This design comes from an exercise in tuning for small area, a short achievable clock period and few clock cycles per item on the open sky130 flow, not from production work. Function not checked in this run: the RTL went through the layout flow alone.

==> flow/design.v <==
`timescale 1ns/1ps
module invSbox
(
    input  logic [7:0] inByte,
    input  logic [7:0] keyByte,
    output logic [7:0] outByte
);
    logic [3:0] ah, al, s, d, lam;
    logic [8:0] p, q, r, fdi;
    assign ah = inByte[7:4];
    assign al = inByte[3:0];
    assign s  = ah ^ al;
    assign p[0] = ah[3] & al[3];
    assign p[1] = ah[2] & al[2];
    assign p[2] = (ah[3] ^ ah[2]) & (al[3] ^ al[2]);
    assign p[3] = ah[1] & al[1];
    assign p[4] = ah[0] & al[0];
    assign p[5] = (ah[1] ^ ah[0]) & (al[1] ^ al[0]);
    assign p[6] = (ah[3] ^ ah[1]) & (al[3] ^ al[1]);
    assign p[7] = (ah[2] ^ ah[0]) & (al[2] ^ al[0]);
    assign p[8] = ((ah[3] ^ ah[2]) ^ (ah[1] ^ ah[0])) & ((al[3] ^ al[2]) ^ (al[1] ^ al[0]));
    logic x8, x9, x10, x11, x12, x13, x14, x15, x16;
    assign x8 = inByte[1] ^ inByte[2];
    assign x9 = inByte[4] ^ inByte[6];
    assign x10 = x8 ^ x9;
    assign x11 = inByte[3] ^ inByte[5];
    assign x12 = inByte[0] ^ x10;
    assign x13 = inByte[7] ^ x11;
    assign x14 = x10 ^ x13;
    assign x15 = inByte[2] ^ x11;
    assign x16 = inByte[3] ^ inByte[4];
    assign lam[0] = x12;
    assign lam[1] = x14;
    assign lam[2] = x15;
    assign lam[3] = x16;
    logic y13, y14, y15, y16, y17, y18, y19, y20, y21, y22, y23, y24, y25, y26;
    assign y13 = p[0] ^ p[4];
    assign y14 = p[4] ^ p[7];
    assign y15 = p[2] ^ p[3];
    assign y16 = lam[0] ^ y13;
    assign y17 = y15 ^ y16;
    assign y18 = p[1] ^ p[5];
    assign y19 = lam[1] ^ y13;
    assign y20 = y18 ^ y19;
    assign y21 = p[3] ^ p[6];
    assign y22 = lam[2] ^ y14;
    assign y23 = y21 ^ y22;
    assign y24 = p[5] ^ p[8];
    assign y25 = lam[3] ^ y14;
    assign y26 = y24 ^ y25;
    assign d[0] = y17;
    assign d[1] = y20;
    assign d[2] = y23;
    assign d[3] = y26;
    always_comb
    begin
        case (d)
            4'd0: fdi = 9'b000000000;
            4'd1: fdi = 9'b110110000;
            4'd2: fdi = 9'b011011000;
            4'd3: fdi = 9'b101101000;
            4'd4: fdi = 9'b000101101;
            4'd5: fdi = 9'b101000101;
            4'd6: fdi = 9'b110101011;
            4'd7: fdi = 9'b101110011;
            4'd8: fdi = 9'b000110110;
            4'd9: fdi = 9'b110011101;
            4'd10: fdi = 9'b110000110;
            4'd11: fdi = 9'b011110101;
            4'd12: fdi = 9'b000011011;
            4'd13: fdi = 9'b101011110;
            4'd14: fdi = 9'b011101110;
            4'd15: fdi = 9'b011000011;
            default: fdi = 9'b0;
        endcase
    end
    assign q[0] = ah[3] & fdi[0];
    assign r[0] = s[3] & fdi[0];
    assign q[1] = ah[2] & fdi[1];
    assign r[1] = s[2] & fdi[1];
    assign q[2] = (ah[3] ^ ah[2]) & fdi[2];
    assign r[2] = (s[3] ^ s[2]) & fdi[2];
    assign q[3] = ah[1] & fdi[3];
    assign r[3] = s[1] & fdi[3];
    assign q[4] = ah[0] & fdi[4];
    assign r[4] = s[0] & fdi[4];
    assign q[5] = (ah[1] ^ ah[0]) & fdi[5];
    assign r[5] = (s[1] ^ s[0]) & fdi[5];
    assign q[6] = (ah[3] ^ ah[1]) & fdi[6];
    assign r[6] = (s[3] ^ s[1]) & fdi[6];
    assign q[7] = (ah[2] ^ ah[0]) & fdi[7];
    assign r[7] = (s[2] ^ s[0]) & fdi[7];
    assign q[8] = ((ah[3] ^ ah[2]) ^ (ah[1] ^ ah[0])) & fdi[8];
    assign r[8] = ((s[3] ^ s[2]) ^ (s[1] ^ s[0])) & fdi[8];
    logic z26, z27, z28, z29, z30, z31, z32, z33, z34, z35, z36, z37, z38, z39, z40, z41, z42, z43, z44, z45, z46, z47, z48, z49, z50, z51, z52, z53, z54, z55, z56, z57, z58, z59, z60, z61, z62, z63, z64, z65, z66;
    assign z26 = r[0] ^ r[1];
    assign z27 = q[4] ^ q[5];
    assign z28 = r[3] ^ z27;
    assign z29 = r[8] ^ z26;
    assign z30 = q[7] ^ q[8];
    assign z31 = r[5] ^ z28;
    assign z32 = q[0] ^ q[2];
    assign z33 = r[4] ^ r[6];
    assign z34 = q[0] ^ q[1];
    assign z35 = q[3] ^ r[7];
    assign z36 = z29 ^ z32;
    assign z37 = r[1] ^ r[2];
    assign z38 = keyByte[0] ^ z30;
    assign z39 = z37 ^ z38;
    assign z40 = z31 ^ z39;
    assign z41 = q[6] ^ q[7];
    assign z42 = keyByte[1] ^ z32;
    assign z43 = z41 ^ z42;
    assign z44 = r[3] ^ keyByte[2];
    assign z45 = z33 ^ z44;
    assign z46 = z29 ^ z45;
    assign z47 = keyByte[3] ^ z33;
    assign z48 = z34 ^ z28;
    assign z49 = z29 ^ z47;
    assign z50 = z48 ^ z49;
    assign z51 = r[6] ^ r[7];
    assign z52 = keyByte[4] ^ z26;
    assign z53 = z34 ^ z51;
    assign z54 = z52 ^ z53;
    assign z55 = z31 ^ z54;
    assign z56 = q[5] ^ keyByte[5];
    assign z57 = z30 ^ z35;
    assign z58 = z56 ^ z57;
    assign z59 = z36 ^ z58;
    assign z60 = r[6] ^ r[8];
    assign z61 = keyByte[6] ^ z30;
    assign z62 = z60 ^ z61;
    assign z63 = z31 ^ z62;
    assign z64 = q[4] ^ keyByte[7];
    assign z65 = z35 ^ z64;
    assign z66 = z65 ^ z36;
    assign outByte[0] = z40;
    assign outByte[1] = z43;
    assign outByte[2] = z46;
    assign outByte[3] = z50;
    assign outByte[4] = z55;
    assign outByte[5] = z59;
    assign outByte[6] = z63;
    assign outByte[7] = z66;
endmodule
`timescale 1ns/1ps
module invMixColumns
(
    input  logic [31:0] inCol,
    input  logic        flip,
    output logic [31:0] outCol
);
    logic l32, l33, l34, l35, l36, l37, l38, l39, l40, l41, l42, l43, l44, l45, l46, l47, l48, l49, l50, l51, l52, l53, l54, l55, l56, l57, l58, l59, l60, l61, l62, l63, l64, l65, l66, l67, l68, l69, l70, l71, l72, l73, l74, l75, l76, l77, l78, l79, l80, l81, l82, l83, l84, l85, l86, l87, l88, l89, l90, l91, l92, l93, l94, l95, l96, l97, l98, l99, l100, l101, l102, l103, l104, l105, l106, l107, l108, l109, l110, l111, l112, l113, l114, l115, l116, l117, l118, l119, l120, l121, l122, l123, l124, l125, l126, l127, l128, l129, l130, l131, l132, l133, l134, l135, l136, l137, l138, l139, l140, l141, l142, l143, l144, l145, l146, l147, l148, l149, l150, l151, l152, l153, l154, l155, l156, l157, l158, l159, l160, l161, l162, l163, l164, l165, l166, l167, l168, l169, l170, l171, l172, l173, l174, l175, l176, l177, l178, l179, l180, l181, l182, l183, l184, l185, l186, l187, l188, l189, l190, l191, l192, l193, l194, l195, l196, l197, l198, l199, l200, l201, l202, l203, l204, l205, l206, l207, l208, l209, l210, l211, l212, l213, l214, l215, l216, l217, l218, l219, l220, l221, l222, l223, l224, l225, l226, l227, l228, l229, l230, l231, l232, l233, l234, l235, l236, l237, l238, l239, l240;
    assign l32 = inCol[3] ^ inCol[7];
    assign l33 = inCol[19] ^ inCol[23];
    assign l34 = inCol[27] ^ inCol[31];
    assign l35 = inCol[11] ^ inCol[15];
    assign l36 = inCol[12] ^ inCol[28];
    assign l37 = l32 ^ l33;
    assign l38 = inCol[4] ^ inCol[20];
    assign l39 = l34 ^ l35;
    assign l40 = inCol[0] ^ inCol[17];
    assign l41 = inCol[1] ^ inCol[16];
    assign l42 = inCol[6] ^ inCol[14];
    assign l43 = inCol[22] ^ inCol[30];
    assign l44 = inCol[9] ^ inCol[24];
    assign l45 = inCol[8] ^ inCol[25];
    assign l46 = inCol[2] ^ inCol[26];
    assign l47 = inCol[18] ^ l41;
    assign l48 = inCol[10] ^ l32;
    assign l49 = inCol[10] ^ l37;
    assign l50 = l36 ^ l42;
    assign l51 = inCol[5] ^ l36;
    assign l52 = inCol[21] ^ l38;
    assign l53 = inCol[29] ^ l38;
    assign l54 = l37 ^ l39;
    assign l55 = inCol[14] ^ l35;
    assign l56 = inCol[30] ^ l34;
    assign l57 = inCol[25] ^ l40;
    assign l58 = inCol[22] ^ inCol[29];
    assign l59 = l33 ^ l46;
    assign l60 = inCol[6] ^ inCol[15];
    assign l61 = inCol[23] ^ inCol[31];
    assign l62 = inCol[26] ^ l44;
    assign l63 = inCol[7] ^ inCol[15];
    assign l64 = inCol[18] ^ inCol[28];
    assign l65 = inCol[21] ^ l45;
    assign l66 = inCol[7] ^ l40;
    assign l67 = l39 ^ l44;
    assign l68 = inCol[2] ^ inCol[5];
    assign l69 = inCol[4] ^ inCol[26];
    assign l70 = inCol[11] ^ inCol[20];
    assign l71 = l41 ^ l43;
    assign l72 = l50 ^ l71;
    assign l73 = inCol[3] ^ inCol[12];
    assign l74 = inCol[9] ^ l34;
    assign l75 = l51 ^ l52;
    assign l76 = inCol[0] ^ inCol[16];
    assign l77 = inCol[20] ^ inCol[31];
    assign l78 = l43 ^ l63;
    assign l79 = l47 ^ l55;
    assign l80 = inCol[19] ^ l45;
    assign l81 = l38 ^ l42;
    assign l82 = l43 ^ l67;
    assign l83 = inCol[13] ^ l53;
    assign l84 = inCol[8] ^ inCol[24];
    assign l85 = inCol[6] ^ inCol[13];
    assign l86 = inCol[29] ^ l56;
    assign l87 = inCol[13] ^ inCol[22];
    assign l88 = l39 ^ l47;
    assign l89 = inCol[24] ^ l70;
    assign l90 = l57 ^ l89;
    assign l91 = l49 ^ l72;
    assign l92 = l90 ^ l91;
    assign l93 = l58 ^ l73;
    assign l94 = l47 ^ l59;
    assign l95 = l74 ^ l93;
    assign l96 = l94 ^ l95;
    assign l97 = inCol[30] ^ l60;
    assign l98 = l61 ^ l97;
    assign l99 = l75 ^ l98;
    assign l100 = inCol[28] ^ l33;
    assign l101 = l58 ^ l76;
    assign l102 = l77 ^ l62;
    assign l103 = l100 ^ l101;
    assign l104 = l102 ^ l103;
    assign l105 = inCol[5] ^ inCol[14];
    assign l106 = l43 ^ l105;
    assign l107 = l53 ^ l106;
    assign l108 = l54 ^ l107;
    assign l109 = inCol[27] ^ l33;
    assign l110 = l64 ^ l65;
    assign l111 = l78 ^ l109;
    assign l112 = l110 ^ l111;
    assign l113 = inCol[1] ^ l39;
    assign l114 = l59 ^ l66;
    assign l115 = l113 ^ l114;
    assign l116 = inCol[13] ^ inCol[17];
    assign l117 = inCol[27] ^ l116;
    assign l118 = l51 ^ l62;
    assign l119 = l117 ^ l49;
    assign l120 = l79 ^ l118;
    assign l121 = l119 ^ l120;
    assign l122 = inCol[0] ^ inCol[1];
    assign l123 = l64 ^ l122;
    assign l124 = l80 ^ l81;
    assign l125 = l123 ^ l124;
    assign l126 = l82 ^ l125;
    assign l127 = inCol[5] ^ inCol[17];
    assign l128 = l44 ^ l46;
    assign l129 = l70 ^ l127;
    assign l130 = l48 ^ l56;
    assign l131 = l128 ^ l129;
    assign l132 = l130 ^ l131;
    assign l133 = inCol[7] ^ l61;
    assign l134 = l50 ^ l133;
    assign l135 = l83 ^ l134;
    assign l136 = inCol[4] ^ inCol[28];
    assign l137 = l68 ^ l84;
    assign l138 = l136 ^ l56;
    assign l139 = l66 ^ l137;
    assign l140 = l138 ^ l139;
    assign l141 = l43 ^ l85;
    assign l142 = l51 ^ l141;
    assign l143 = l54 ^ l142;
    assign l144 = inCol[3] ^ inCol[23];
    assign l145 = l41 ^ l60;
    assign l146 = l69 ^ l144;
    assign l147 = l145 ^ l146;
    assign l148 = l86 ^ l147;
    assign l149 = inCol[2] ^ inCol[15];
    assign l150 = l45 ^ l149;
    assign l151 = l74 ^ l150;
    assign l152 = l49 ^ l151;
    assign l153 = inCol[3] ^ inCol[18];
    assign l154 = l87 ^ l153;
    assign l155 = l52 ^ l57;
    assign l156 = l59 ^ l154;
    assign l157 = l67 ^ l155;
    assign l158 = l156 ^ l157;
    assign l159 = inCol[8] ^ inCol[9];
    assign l160 = inCol[27] ^ l40;
    assign l161 = l69 ^ l159;
    assign l162 = l37 ^ l160;
    assign l163 = l161 ^ l72;
    assign l164 = l162 ^ l163;
    assign l165 = inCol[2] ^ inCol[19];
    assign l166 = l35 ^ l64;
    assign l167 = l85 ^ l165;
    assign l168 = l48 ^ l57;
    assign l169 = l166 ^ l167;
    assign l170 = l168 ^ l169;
    assign l171 = inCol[14] ^ inCol[22];
    assign l172 = inCol[31] ^ l63;
    assign l173 = l171 ^ l172;
    assign l174 = l75 ^ l173;
    assign l175 = inCol[4] ^ inCol[12];
    assign l176 = inCol[13] ^ l45;
    assign l177 = l60 ^ l76;
    assign l178 = l175 ^ l48;
    assign l179 = l176 ^ l177;
    assign l180 = l178 ^ l179;
    assign l181 = inCol[13] ^ inCol[30];
    assign l182 = l42 ^ l181;
    assign l183 = l52 ^ l182;
    assign l184 = l54 ^ l183;
    assign l185 = inCol[11] ^ inCol[12];
    assign l186 = l32 ^ l42;
    assign l187 = l44 ^ l61;
    assign l188 = l68 ^ l185;
    assign l189 = l186 ^ l187;
    assign l190 = l188 ^ l189;
    assign l191 = inCol[17] ^ inCol[23];
    assign l192 = l191 ^ l48;
    assign l193 = l88 ^ l192;
    assign l194 = inCol[1] ^ inCol[11];
    assign l195 = l36 ^ l40;
    assign l196 = l46 ^ l194;
    assign l197 = l65 ^ l195;
    assign l198 = l196 ^ l49;
    assign l199 = l86 ^ l197;
    assign l200 = l198 ^ l199;
    assign l201 = inCol[2] ^ inCol[16];
    assign l202 = inCol[17] ^ l45;
    assign l203 = l73 ^ l201;
    assign l204 = l81 ^ l202;
    assign l205 = l203 ^ l204;
    assign l206 = l82 ^ l205;
    assign l207 = inCol[1] ^ inCol[10];
    assign l208 = inCol[18] ^ inCol[27];
    assign l209 = l33 ^ l69;
    assign l210 = l207 ^ l208;
    assign l211 = l55 ^ l65;
    assign l212 = l209 ^ l210;
    assign l213 = l211 ^ l212;
    assign l214 = inCol[23] ^ l36;
    assign l215 = l78 ^ l214;
    assign l216 = l83 ^ l215;
    assign l217 = inCol[12] ^ inCol[20];
    assign l218 = inCol[21] ^ inCol[23];
    assign l219 = l84 ^ l217;
    assign l220 = l218 ^ l219;
    assign l221 = l79 ^ l220;
    assign l222 = inCol[21] ^ l58;
    assign l223 = l50 ^ l222;
    assign l224 = l54 ^ l223;
    assign l225 = inCol[10] ^ inCol[19];
    assign l226 = l77 ^ l87;
    assign l227 = l225 ^ l55;
    assign l228 = l66 ^ l226;
    assign l229 = l227 ^ l228;
    assign l230 = inCol[18] ^ inCol[25];
    assign l231 = inCol[31] ^ l35;
    assign l232 = l230 ^ l37;
    assign l233 = l62 ^ l231;
    assign l234 = l232 ^ l233;
    assign l235 = inCol[6] ^ inCol[9];
    assign l236 = l68 ^ l235;
    assign l237 = l48 ^ l53;
    assign l238 = l80 ^ l236;
    assign l239 = l88 ^ l237;
    assign l240 = l238 ^ l239;
    assign outCol[0] = l92 ^ flip;
    assign outCol[1] = ~(l96);
    assign outCol[2] = l99 ^ flip;
    assign outCol[3] = l104;
    assign outCol[4] = ~(l108 ^ flip);
    assign outCol[5] = ~(l112);
    assign outCol[6] = ~(l115);
    assign outCol[7] = l121;
    assign outCol[8] = l126 ^ flip;
    assign outCol[9] = ~(l132);
    assign outCol[10] = l135 ^ flip;
    assign outCol[11] = l140;
    assign outCol[12] = ~(l143 ^ flip);
    assign outCol[13] = ~(l148);
    assign outCol[14] = ~(l152);
    assign outCol[15] = l158;
    assign outCol[16] = l164 ^ flip;
    assign outCol[17] = ~(l170);
    assign outCol[18] = l174 ^ flip;
    assign outCol[19] = l180;
    assign outCol[20] = ~(l184 ^ flip);
    assign outCol[21] = ~(l190);
    assign outCol[22] = ~(l193);
    assign outCol[23] = l200;
    assign outCol[24] = l206 ^ flip;
    assign outCol[25] = ~(l213);
    assign outCol[26] = l216 ^ flip;
    assign outCol[27] = l221;
    assign outCol[28] = ~(l224 ^ flip);
    assign outCol[29] = ~(l229);
    assign outCol[30] = ~(l234);
    assign outCol[31] = l240;
endmodule
module mixColumns
(
    input  logic [31:0] inCol,
    output logic [31:0] outCol
);
    logic m32, m33, m34, m35, m36, m37, m38, m39, m40, m41, m42, m43, m44, m45, m46, m47, m48, m49, m50, m51, m52, m53, m54, m55, m56, m57, m58, m59, m60, m61, m62, m63, m64, m65, m66, m67, m68, m69, m70, m71, m72, m73, m74, m75, m76, m77, m78, m79, m80, m81, m82, m83, m84, m85, m86, m87, m88, m89, m90, m91, m92, m93, m94, m95, m96, m97, m98, m99, m100, m101, m102, m103, m104, m105, m106, m107, m108, m109, m110, m111, m112, m113, m114, m115, m116, m117, m118, m119, m120, m121, m122, m123, m124, m125, m126, m127, m128, m129, m130, m131, m132, m133, m134, m135, m136, m137, m138, m139;
    assign m32 = inCol[7] ^ inCol[31];
    assign m33 = inCol[15] ^ inCol[23];
    assign m34 = inCol[7] ^ inCol[15];
    assign m35 = inCol[23] ^ inCol[31];
    assign m36 = inCol[8] ^ inCol[16];
    assign m37 = inCol[0] ^ inCol[24];
    assign m38 = inCol[9] ^ inCol[17];
    assign m39 = inCol[1] ^ inCol[25];
    assign m40 = inCol[10] ^ inCol[18];
    assign m41 = inCol[2] ^ inCol[26];
    assign m42 = inCol[11] ^ inCol[19];
    assign m43 = inCol[3] ^ inCol[27];
    assign m44 = inCol[12] ^ inCol[20];
    assign m45 = inCol[4] ^ inCol[28];
    assign m46 = inCol[13] ^ inCol[21];
    assign m47 = inCol[5] ^ inCol[29];
    assign m48 = inCol[14] ^ inCol[22];
    assign m49 = inCol[6] ^ inCol[30];
    assign m50 = inCol[24] ^ m32;
    assign m51 = m36 ^ m50;
    assign m52 = inCol[25] ^ m32;
    assign m53 = m37 ^ m38;
    assign m54 = m52 ^ m53;
    assign m55 = inCol[26] ^ m39;
    assign m56 = m40 ^ m55;
    assign m57 = inCol[27] ^ m32;
    assign m58 = m41 ^ m42;
    assign m59 = m57 ^ m58;
    assign m60 = inCol[28] ^ m32;
    assign m61 = m43 ^ m44;
    assign m62 = m60 ^ m61;
    assign m63 = inCol[29] ^ m45;
    assign m64 = m46 ^ m63;
    assign m65 = inCol[30] ^ m47;
    assign m66 = m48 ^ m65;
    assign m67 = inCol[31] ^ m33;
    assign m68 = m49 ^ m67;
    assign m69 = inCol[16] ^ m34;
    assign m70 = m37 ^ m69;
    assign m71 = inCol[0] ^ inCol[8];
    assign m72 = inCol[17] ^ m34;
    assign m73 = m39 ^ m71;
    assign m74 = m72 ^ m73;
    assign m75 = inCol[1] ^ inCol[9];
    assign m76 = inCol[18] ^ m41;
    assign m77 = m75 ^ m76;
    assign m78 = inCol[2] ^ inCol[10];
    assign m79 = inCol[19] ^ m34;
    assign m80 = m43 ^ m78;
    assign m81 = m79 ^ m80;
    assign m82 = inCol[3] ^ inCol[11];
    assign m83 = inCol[20] ^ m34;
    assign m84 = m45 ^ m82;
    assign m85 = m83 ^ m84;
    assign m86 = inCol[4] ^ inCol[12];
    assign m87 = inCol[21] ^ m47;
    assign m88 = m86 ^ m87;
    assign m89 = inCol[5] ^ inCol[13];
    assign m90 = inCol[22] ^ m49;
    assign m91 = m89 ^ m90;
    assign m92 = inCol[6] ^ inCol[14];
    assign m93 = inCol[23] ^ m32;
    assign m94 = m92 ^ m93;
    assign m95 = inCol[8] ^ m33;
    assign m96 = m37 ^ m95;
    assign m97 = inCol[9] ^ m33;
    assign m98 = m36 ^ m39;
    assign m99 = m97 ^ m98;
    assign m100 = inCol[10] ^ m38;
    assign m101 = m41 ^ m100;
    assign m102 = inCol[11] ^ m33;
    assign m103 = m40 ^ m43;
    assign m104 = m102 ^ m103;
    assign m105 = inCol[12] ^ m33;
    assign m106 = m42 ^ m45;
    assign m107 = m105 ^ m106;
    assign m108 = inCol[13] ^ m44;
    assign m109 = m47 ^ m108;
    assign m110 = inCol[14] ^ m46;
    assign m111 = m49 ^ m110;
    assign m112 = inCol[15] ^ m32;
    assign m113 = m48 ^ m112;
    assign m114 = inCol[0] ^ m35;
    assign m115 = m36 ^ m114;
    assign m116 = inCol[1] ^ inCol[16];
    assign m117 = inCol[24] ^ m35;
    assign m118 = m38 ^ m116;
    assign m119 = m117 ^ m118;
    assign m120 = inCol[2] ^ inCol[17];
    assign m121 = inCol[25] ^ m40;
    assign m122 = m120 ^ m121;
    assign m123 = inCol[3] ^ inCol[18];
    assign m124 = inCol[26] ^ m35;
    assign m125 = m42 ^ m123;
    assign m126 = m124 ^ m125;
    assign m127 = inCol[4] ^ inCol[19];
    assign m128 = inCol[27] ^ m35;
    assign m129 = m44 ^ m127;
    assign m130 = m128 ^ m129;
    assign m131 = inCol[5] ^ inCol[20];
    assign m132 = inCol[28] ^ m46;
    assign m133 = m131 ^ m132;
    assign m134 = inCol[6] ^ inCol[21];
    assign m135 = inCol[29] ^ m48;
    assign m136 = m134 ^ m135;
    assign m137 = inCol[7] ^ inCol[22];
    assign m138 = inCol[30] ^ m33;
    assign m139 = m137 ^ m138;
    assign outCol[0] = m51;
    assign outCol[1] = m54;
    assign outCol[2] = m56;
    assign outCol[3] = m59;
    assign outCol[4] = m62;
    assign outCol[5] = m64;
    assign outCol[6] = m66;
    assign outCol[7] = m68;
    assign outCol[8] = m70;
    assign outCol[9] = m74;
    assign outCol[10] = m77;
    assign outCol[11] = m81;
    assign outCol[12] = m85;
    assign outCol[13] = m88;
    assign outCol[14] = m91;
    assign outCol[15] = m94;
    assign outCol[16] = m96;
    assign outCol[17] = m99;
    assign outCol[18] = m101;
    assign outCol[19] = m104;
    assign outCol[20] = m107;
    assign outCol[21] = m109;
    assign outCol[22] = m111;
    assign outCol[23] = m113;
    assign outCol[24] = m115;
    assign outCol[25] = m119;
    assign outCol[26] = m122;
    assign outCol[27] = m126;
    assign outCol[28] = m130;
    assign outCol[29] = m133;
    assign outCol[30] = m136;
    assign outCol[31] = m139;
endmodule
`timescale 1ns/1ps
module invRoundDatapath
(
    input  logic [128-1:0] roundState,
    input  logic [128-1:0] roundKey,
    input  logic  stateFlip,
    output logic [128-1:0] nextState
);
    logic [128-1:0] mixed;
    for (genvar c = 0; c < 4; c++)
    begin : genMixCol
        invMixColumns invMixColumns_i
        (
            .inCol  (roundState[127-32*c -: 32]),
            .flip   (stateFlip),
            .outCol (mixed[127-32*c -: 32])
        );
    end
    for (genvar c = 0; c < 4; c++)
    begin : genSboxCol
        for (genvar r = 0; r < 4; r++)
        begin : genSboxRow
            invSbox invSbox_i
            (
                .inByte  (mixed[127-32*((c+4-r)%4)-8*r -: 8]),
                .keyByte (roundKey[127-32*c-8*r -: 8]),
                .outByte (nextState[127-32*c-8*r -: 8])
            );
        end
    end
endmodule
`timescale 1ns/1ps
module roundKeyStore
(
    input  logic     clk,
    input  logic     busy,
    input  logic     busyN,
    input  logic [1408-1:0]   expandedKey,
    output logic [128-1:0]    roundKey
);
    logic [128-1:0] keySlot [0:10-1];
    function automatic logic [128-1:0] keyOf(input logic [1408-1:0] sched, input int r);
        keyOf = {sched[32*(4*r) +: 32], sched[32*(4*r+1) +: 32],
                 sched[32*(4*r+2) +: 32], sched[32*(4*r+3) +: 32]};
    endfunction
    always_ff @(posedge clk)
    begin
        for (int i = 0; i < 10-1; i++)
            keySlot[i] <= ~(({128{busyN}} | keySlot[i+1]) &
                            ({128{busy}} | keyOf(expandedKey, 10-1-i)));
        keySlot[10-1] <= keyOf(expandedKey, 0);
    end
    assign roundKey = keySlot[0];
endmodule
`timescale 1ns/1ps
module aesDecryptCtrl
(
    input  logic     clk,
    input  logic     rstN,
    input  logic     inValid,
    input  logic [128-1:0]    cipherText,
    input  logic [128-1:0]    whitenKey,
    input  logic [128-1:0]    nextState,
    output logic     busy,
    output logic     busyN,
    output logic [128-1:0]    roundState,
    output logic     stateFlip,
    output logic     outValid
);
    logic [3:0] roundsLeft;
    logic       finalRound;
    logic [128-1:0] whitened;
    logic [128-1:0] whitenedMixed;
    assign finalRound = (roundsLeft == 4'd0);
    assign stateFlip  = roundsLeft[0];
    always_ff @(posedge clk)
    begin
        if (!rstN)
        begin
            busy     <= 1'b0;
            busyN    <= 1'b1;
            outValid <= 1'b0;
        end
        else
        begin
            outValid <= busy && finalRound;
            if (!busy)
            begin
                busy  <= inValid;
                busyN <= !inValid;
            end
            else if (finalRound)
            begin
                busy  <= 1'b0;
                busyN <= 1'b1;
            end
        end
    end
    always_ff @(posedge clk)
    begin
        if (!busy)
            roundsLeft <= 4'(10 - 1);
        else
            roundsLeft <= roundsLeft - 4'd1;
    end
    assign whitened = cipherText ^ whitenKey;
    for (genvar c = 0; c < 4; c++)
    begin : genWhitenCol
        mixColumns mixColumns_i
        (
            .inCol  (whitened[127-32*c -: 32]),
            .outCol (whitenedMixed[127-32*c -: 32])
        );
    end
    always_ff @(posedge clk)
        roundState <= ~(({128{busyN}} | nextState) &
                        ({128{busy}} | whitenedMixed));
endmodule
`timescale 1ns/1ps
module aesDecryptTop
(
    input  logic   clk,
    input  logic   rstN,
    input  logic   inValid,
    input  logic [128-1:0]  cipherText,
    input  logic [1408-1:0] expandedKey,
    output logic   outValid,
    output logic [128-1:0]  plainText
);
    logic     busy;
    logic     busyN;
    logic     stateFlip;
    logic [128-1:0]    roundKey;
    logic [128-1:0]    roundState;
    logic [128-1:0]    nextState;
    aesDecryptCtrl aesDecryptCtrl_i
    (
        .clk        (clk),
        .rstN       (rstN),
        .inValid    (inValid),
        .cipherText (cipherText),
        .whitenKey  ({expandedKey[32*40 +: 32], expandedKey[32*41 +: 32],
                      expandedKey[32*42 +: 32], expandedKey[32*43 +: 32]}),
        .nextState  (nextState),
        .busy       (busy),
        .busyN      (busyN),
        .roundState (roundState),
        .stateFlip  (stateFlip),
        .outValid   (outValid)
    );
    roundKeyStore roundKeyStore_i
    (
        .clk         (clk),
        .busy        (busy),
        .busyN       (busyN),
        .expandedKey (expandedKey),
        .roundKey    (roundKey)
    );
    invRoundDatapath invRoundDatapath_i
    (
        .roundState (roundState),
        .roundKey   (roundKey),
        .stateFlip  (stateFlip),
        .nextState  (nextState)
    );
    assign plainText = roundState;
endmodule
==> flow/flow/run.sh <==
#!/bin/bash
# The standard layout (standard.sh), with:
#  - synthesis by synth_recipe.tcl, but ABC mapping with an area-oriented script
#    (abc -script replaced; flip-flops are mapped before ABC, so unchanged);
#  - buf_1 port buffers, pins one track apart;
#  - timing repair aiming below the 21 ns period (SETUP_SLACK_MARGIN);
#  - a clock tree of clkbuf_16 without dummy loads;
#  - if the routed layout has antenna violations, placement and routing are
#    redone once or twice with a slightly different placement density.
# Each run of standard.sh logs to standard_flow_N.log; ORFS keeps each step's
# log under orfs/logs/.
set -uo pipefail
W=$PWD
MARGIN="15.3"
CTSBUF="sky130_fd_sc_hd__clkbuf_16"
CTSEXTRA="-sink_clustering_size 20 -sink_clustering_max_diameter 100"
DENSITY="0.60"
EXTRA=""
cp flow/map.abc $W/map.abc
cat > $W/my_synth.tcl <<EOT
proc abc {args} {
  set i [lsearch -exact \$args -script]
  if {\$i >= 0} { lset args [expr {\$i+1}] $W/map.abc }
  yosys abc {*}\$args
}
source $W/synth_recipe.tcl
EOT
run_flow() {
  bash standard.sh \
    SYNTH_SCRIPT=$W/my_synth.tcl \
    BUFFER_PORTS_ARGS="-buffer_cell sky130_fd_sc_hd__buf_1" \
    PLACE_PINS_ARGS="-min_distance 1 -min_distance_in_tracks" \
    SETUP_SLACK_MARGIN=$MARGIN \
    CTS_ARGS="-sink_clustering_enable -repair_clock_nets -dont_use_dummy_load -buf_list {$CTSBUF} $CTSEXTRA" \
    $EXTRA "$@"
}
antennas() {
  local odb=$W/orfs/results/sky130hd/aesDecryptTop/base/6_final.odb
  [[ -f $odb ]] || { echo 1; return; }
  printf 'read_db %s\nputs "ANTENNAS [check_antennas]"\n' "$odb" > $W/antennas.tcl
  openroad -no_init -exit $W/antennas.tcl > $W/antennas_check.log 2>&1
  grep -o 'ANTENNAS [0-9]*' $W/antennas_check.log | awk '{print $2}' | tail -1
}
run_flow PLACE_DENSITY=$DENSITY finish > standard_flow_0.log 2>&1
for try in 1 2; do
  n=$(antennas)
  echo "antenna check after try $((try-1)): ${n:-unknown}" >> flow_retries.log
  [[ "$n" == "0" ]] && break
  bash standard.sh clean_place clean_cts clean_route clean_finish > standard_clean_$try.log 2>&1
  d=$(python3 -c "print(f'{$DENSITY + 0.01*$try:.2f}')")
  run_flow PLACE_DENSITY=$d finish > standard_flow_$try.log 2>&1
done
==> flow/flow/map.abc <==
&get -n; &st; &dch; &nf -R 1000; &put
==> flow/standard.sh <==
#!/bin/bash
# synth_recipe.tcl (not shown) runs the flow's synth.tcl, then flattens the netlist and writes it again
# the make line also repeats each setting of config.mk as NAME=value (left out here)
make -C /OpenROAD-flow-scripts/flow DESIGN_CONFIG=/design/flow/config.mk WORK_HOME=/design/flow/orfs CLKGATE_MAP_FILE= SYNTH_SCRIPT=/design/flow/synth_recipe.tcl "${@:-finish}"
==> flow/config.mk <==
export PLATFORM = sky130hd
export DESIGN_NAME = aesDecryptTop
export DESIGN_NICKNAME = aesDecryptTop
export VERILOG_FILES = /design/flow/design.v
export SDC_FILE = /design/flow/constraint.sdc
export NUM_CORES = 8
export LEC_CHECK = 0
export CAP_MARGIN = 20
export CORE_AREA = 4 4 376 376
export DIE_AREA = 0 0 380 380
export SLEW_MARGIN = 20
==> flow/constraint.sdc <==
create_clock -name core_clock -period 21.0 [get_ports {clk}]
set_input_delay 4.2000 -clock core_clock [delete_from_list [all_inputs] [get_ports {clk}]]
set_output_delay 4.2000 -clock core_clock [all_outputs]
set_load 0.01 [all_outputs]
==> flow_metrics.py <==
metrics = {
    "sta": {
        "hold_ws_ps": 381,
        "finalCritPeriodShare_pct": 27.2,
        "period_minus_slack_ps": 5720,
        "hold_violations": 0,
        "max_freq_mhz": 175,
        "worst_pin_slew_ps": 1270,
        "slew_viol_final": 0,
        "setup_viol": 0,
        "max_slew_margin_pct": 15.0,
        "rsz0062_at_grt": "true",
        "fin_setup_tns_ps": 0,
        "fin_skew_ps": 99.0,
    },
    "synth": {
        "ys_warn_count": 4,
        "syn_nets": 8200,
        "synthFlopType": "dfxtp_1",
        "post_synth.cell_area_avg_sq_um": 10.2,
        "synth-seq-area-share_pct": 42.5,
        "synth_area_leaders": "dfxtp_1 43%, xnor2_1 26%, o22ai_1 12%, xor2_1 9.0%, ha_1 2.7%",
        "synthArstFlopShare_pct": 0,
        "synth_top_area_share_pct": 42.5,
        "yosysMostFrequentCell": "xnor2_1",
        "synth_area_sq_mm": 0.0666,
        "synth_common_cells": "1,996 x xnor2_1, 1,415 x dfxtp_1, 1,286 x o22ai_1",
        "syn_inst": 6515,
        "synth-edff-count": 0,
        "ys_ff_latch": 1415,
        "ys_types": 49,
        "yosys.area.top_type": "dfxtp_1",
    },
    "floorplan": {
        "core-area_sq_mm": 0.137,
        "start_util_pct": 48.4,
        "num_io_pins": 1668,
        "fp-row-count": 136,
        "die_height_um": 380,
        "die_x_um": 380,
        "die_area_sq_mm": 0.144,
    },
    "job": {
        "maxCapViolations": 0,
    },
    "layout": {
        "syn2layout_area_growth_pct": 23.8,
        "seq_area_sq_mm": 0.0285,
        "layout-drive-gt1-share_pct": 9.60,
        "multi_input_area_sq_mm": 0.0410,
        "fin_area_sq_mm": 0.0824,
        "final_net_count": 10100,
        "fillers": 12200,
        "post-route-util_pct": 60.0,
    },
    "clock_tree": {
        "cts_made_buffers": 84,
        "htree_levels": 3,
        "postCtsHoldBufs": 0,
        "clock_sinks": 1415,
        "clk_pin_slew_ps": 80,
        "clk_latency_ps": 740,
        "cts_tree": "done",
        "max-clock-path-buffers": 3,
        "cts.root.buffer_cell": "clkbuf_16",
    },
    "place": {
        "dp_hpwl_mm": 192,
        "gp_congestion": 0.993,
        "port_buffers": 1667,
        "placed_area_sq_mm": 0.0754,
    },
    "drt": {
        "routed_wl_mm": 243,
        "firstDrtPassIters": 6,
        "dr.first_iter.drc_count": 3503,
        "drtAntennaViolNets": 0,
        "vias_per_cell": 5.37,
        "post_drt_wl_per_cell_um": 23.5,
        "drc": 0,
        "vias": 55600,
    },
    "setup_path": {
        "end_kind": "output port",
        "startpoint_type": "flop",
        "critPathRequiredTime_ps": 16800,
        "crit_buf_inv": 1,
        "worstPathArrival_ps": 1520,
        "worst-path-max-fanout": 4,
        "cp_slowest_cell": "dfxtp_1",
        "worstPathCellList": "buf_1",
        "max_stage_delay_ps": 640,
        "crit_type": "reg2out",
        "crit_family": "flip-flops",
    },
    "grt": {
        "grt_pass1_vias": 55500,
        "grt_pass1_wl_mm": 352,
        "grt_start_max_net_pins": 231,
        "antenna_found_initial": 117,
        "overflow": 0,
        "grtUsageTotal_pct": 31.8,
    },
    "outcome": {
        "outcome": "complete, no violations",
    },
    "min_path": {
        "hold_path_class": "reg2reg",
    },
}
==> worst paths after layout <==
check | start | endpoint | slack [ps] | cells after the start
setup / recovery | aesDecryptCtrl_i.roundState[61]$_DFF_P_ | plainText[61] | 15280 | 1
hold / removal | roundKeyStore_i.keySlot[7][20]$_DFF_P_ | roundKeyStore_i.keySlot[6][20]$_DFF_P_ | 380 | 1
setup reg to reg | aesDecryptCtrl_i.roundState[119]$_DFF_P_ | aesDecryptCtrl_i.roundState[80]$_DFF_P_ | 15490 | 22
hold reg to reg | roundKeyStore_i.keySlot[7][20]$_DFF_P_ | roundKeyStore_i.keySlot[6][20]$_DFF_P_ | 380 | 1
==> registers in the layout (all words and copies together) (netlist names) <==
name and cells:
aesDecryptCtrl_i.outValid 1, aesDecryptCtrl_i.roundState 128, aesDecryptCtrl_i.busy 1, aesDecryptCtrl_i.busyN 1, roundKeyStore_i.keySlot 1280, aesDecryptCtrl_i.roundsLeft 4
==> cells in the final DEF (no fill, tap or decap), types with 89 or more instances in the layout <==
cell type | Yosys | final
ha_1 | 146 | 145
xnor2_1 | 1996 | 1753
clkinv_1 | 112 | 103
diode_2 | 0 | 89
dfxtp_2 | 0 | 90
nand2_1 | 289 | 289
a21oi_1 | 94 | 94
buf_1 | 0 | 1616
dfxtp_1 | 1415 | 1300
xor2_1 | 687 | 597
nor2_1 | 207 | 204
buf_4 | 0 | 186
xnor2_2 | 0 | 212
o22ai_1 | 1286 | 1286
==> metal layers <==
layer  share of wire (%)  track usage [%]  vias to the layer above
met2                  45             50.9                     2204
met4                 6.6             18.1                       56
li1                    -                -                    26600
met3                 8.2             10.0                      660
met1                  40             37.7                    26000
met5                0.22                0                        -
==> through the flow <==
step | worst slack, ps | instances
after floorplan | 13650 | 6515
after global placement | 13940 | 10000
after detailed placement | 13870 | 10000
after CTS | 15190 | 10100
after global routing | 15160 | 10300
final | 15280 | 10300
==> logic make-up after synthesis <==
logic type | share of synthesized area [%]
AND/OR/NAND/NOR | 3.82
adder cells (fa/ha/maj) | 2.74
AO/OA/AOI/OAI | 14.1
buffers and inverters | 0.631
XOR/XNOR | 35.3
flip-flops | 42.5
multiplexers | 0.832
==> timing repair <==
item,CTS,global route
resized for setup,410,183
pin swaps,25,64
setup endpoints to repair,233,140
buffers inserted,43,120
==> layout make-up <==
| cell class | instances | share of cell area [%] |
|---|---|---|
| inverters | 112 | 0.513 |
| diodes | 89 | 0.270 |
| well taps | 1794 | 2.72 |
| multi-input cells | 4988 | 49.8 |
| clock buffers | 84 | 2.55 |
| repair buffers | 1861 | 9.57 |
| flip-flops and latches | 1415 | 34.6 |

-- what the ideal ports hide --
The results above use ideal ports. As a check the final layout listed here was re-extracted and re-timed, cells and wires unchanged.
Step 1, drivers: a clkbuf_16 drives clk and a buf_2 each remaining input, both assumed.
Step 2 adds t to the input delays and takes it off the output delays; t is the mean of the earliest and latest rising clock arrival at the registers after step 1. Input paths then give back, and output paths get back, about the clock's delay inside the block.
Three values: ideal, step 1, step 2; two values: the first two.
shift t [ns]: 0.761
slack for setup (ns): 15.279 / 15.195 / 14.590
worst slew at a driven data input, ns: 0.22
pins driven straight from the clock port: 1
After both steps setup and hold are still met in this run. For this run, drivers alone change the setup slack by -0.084 ns; drivers and shift together by -0.689 ns.
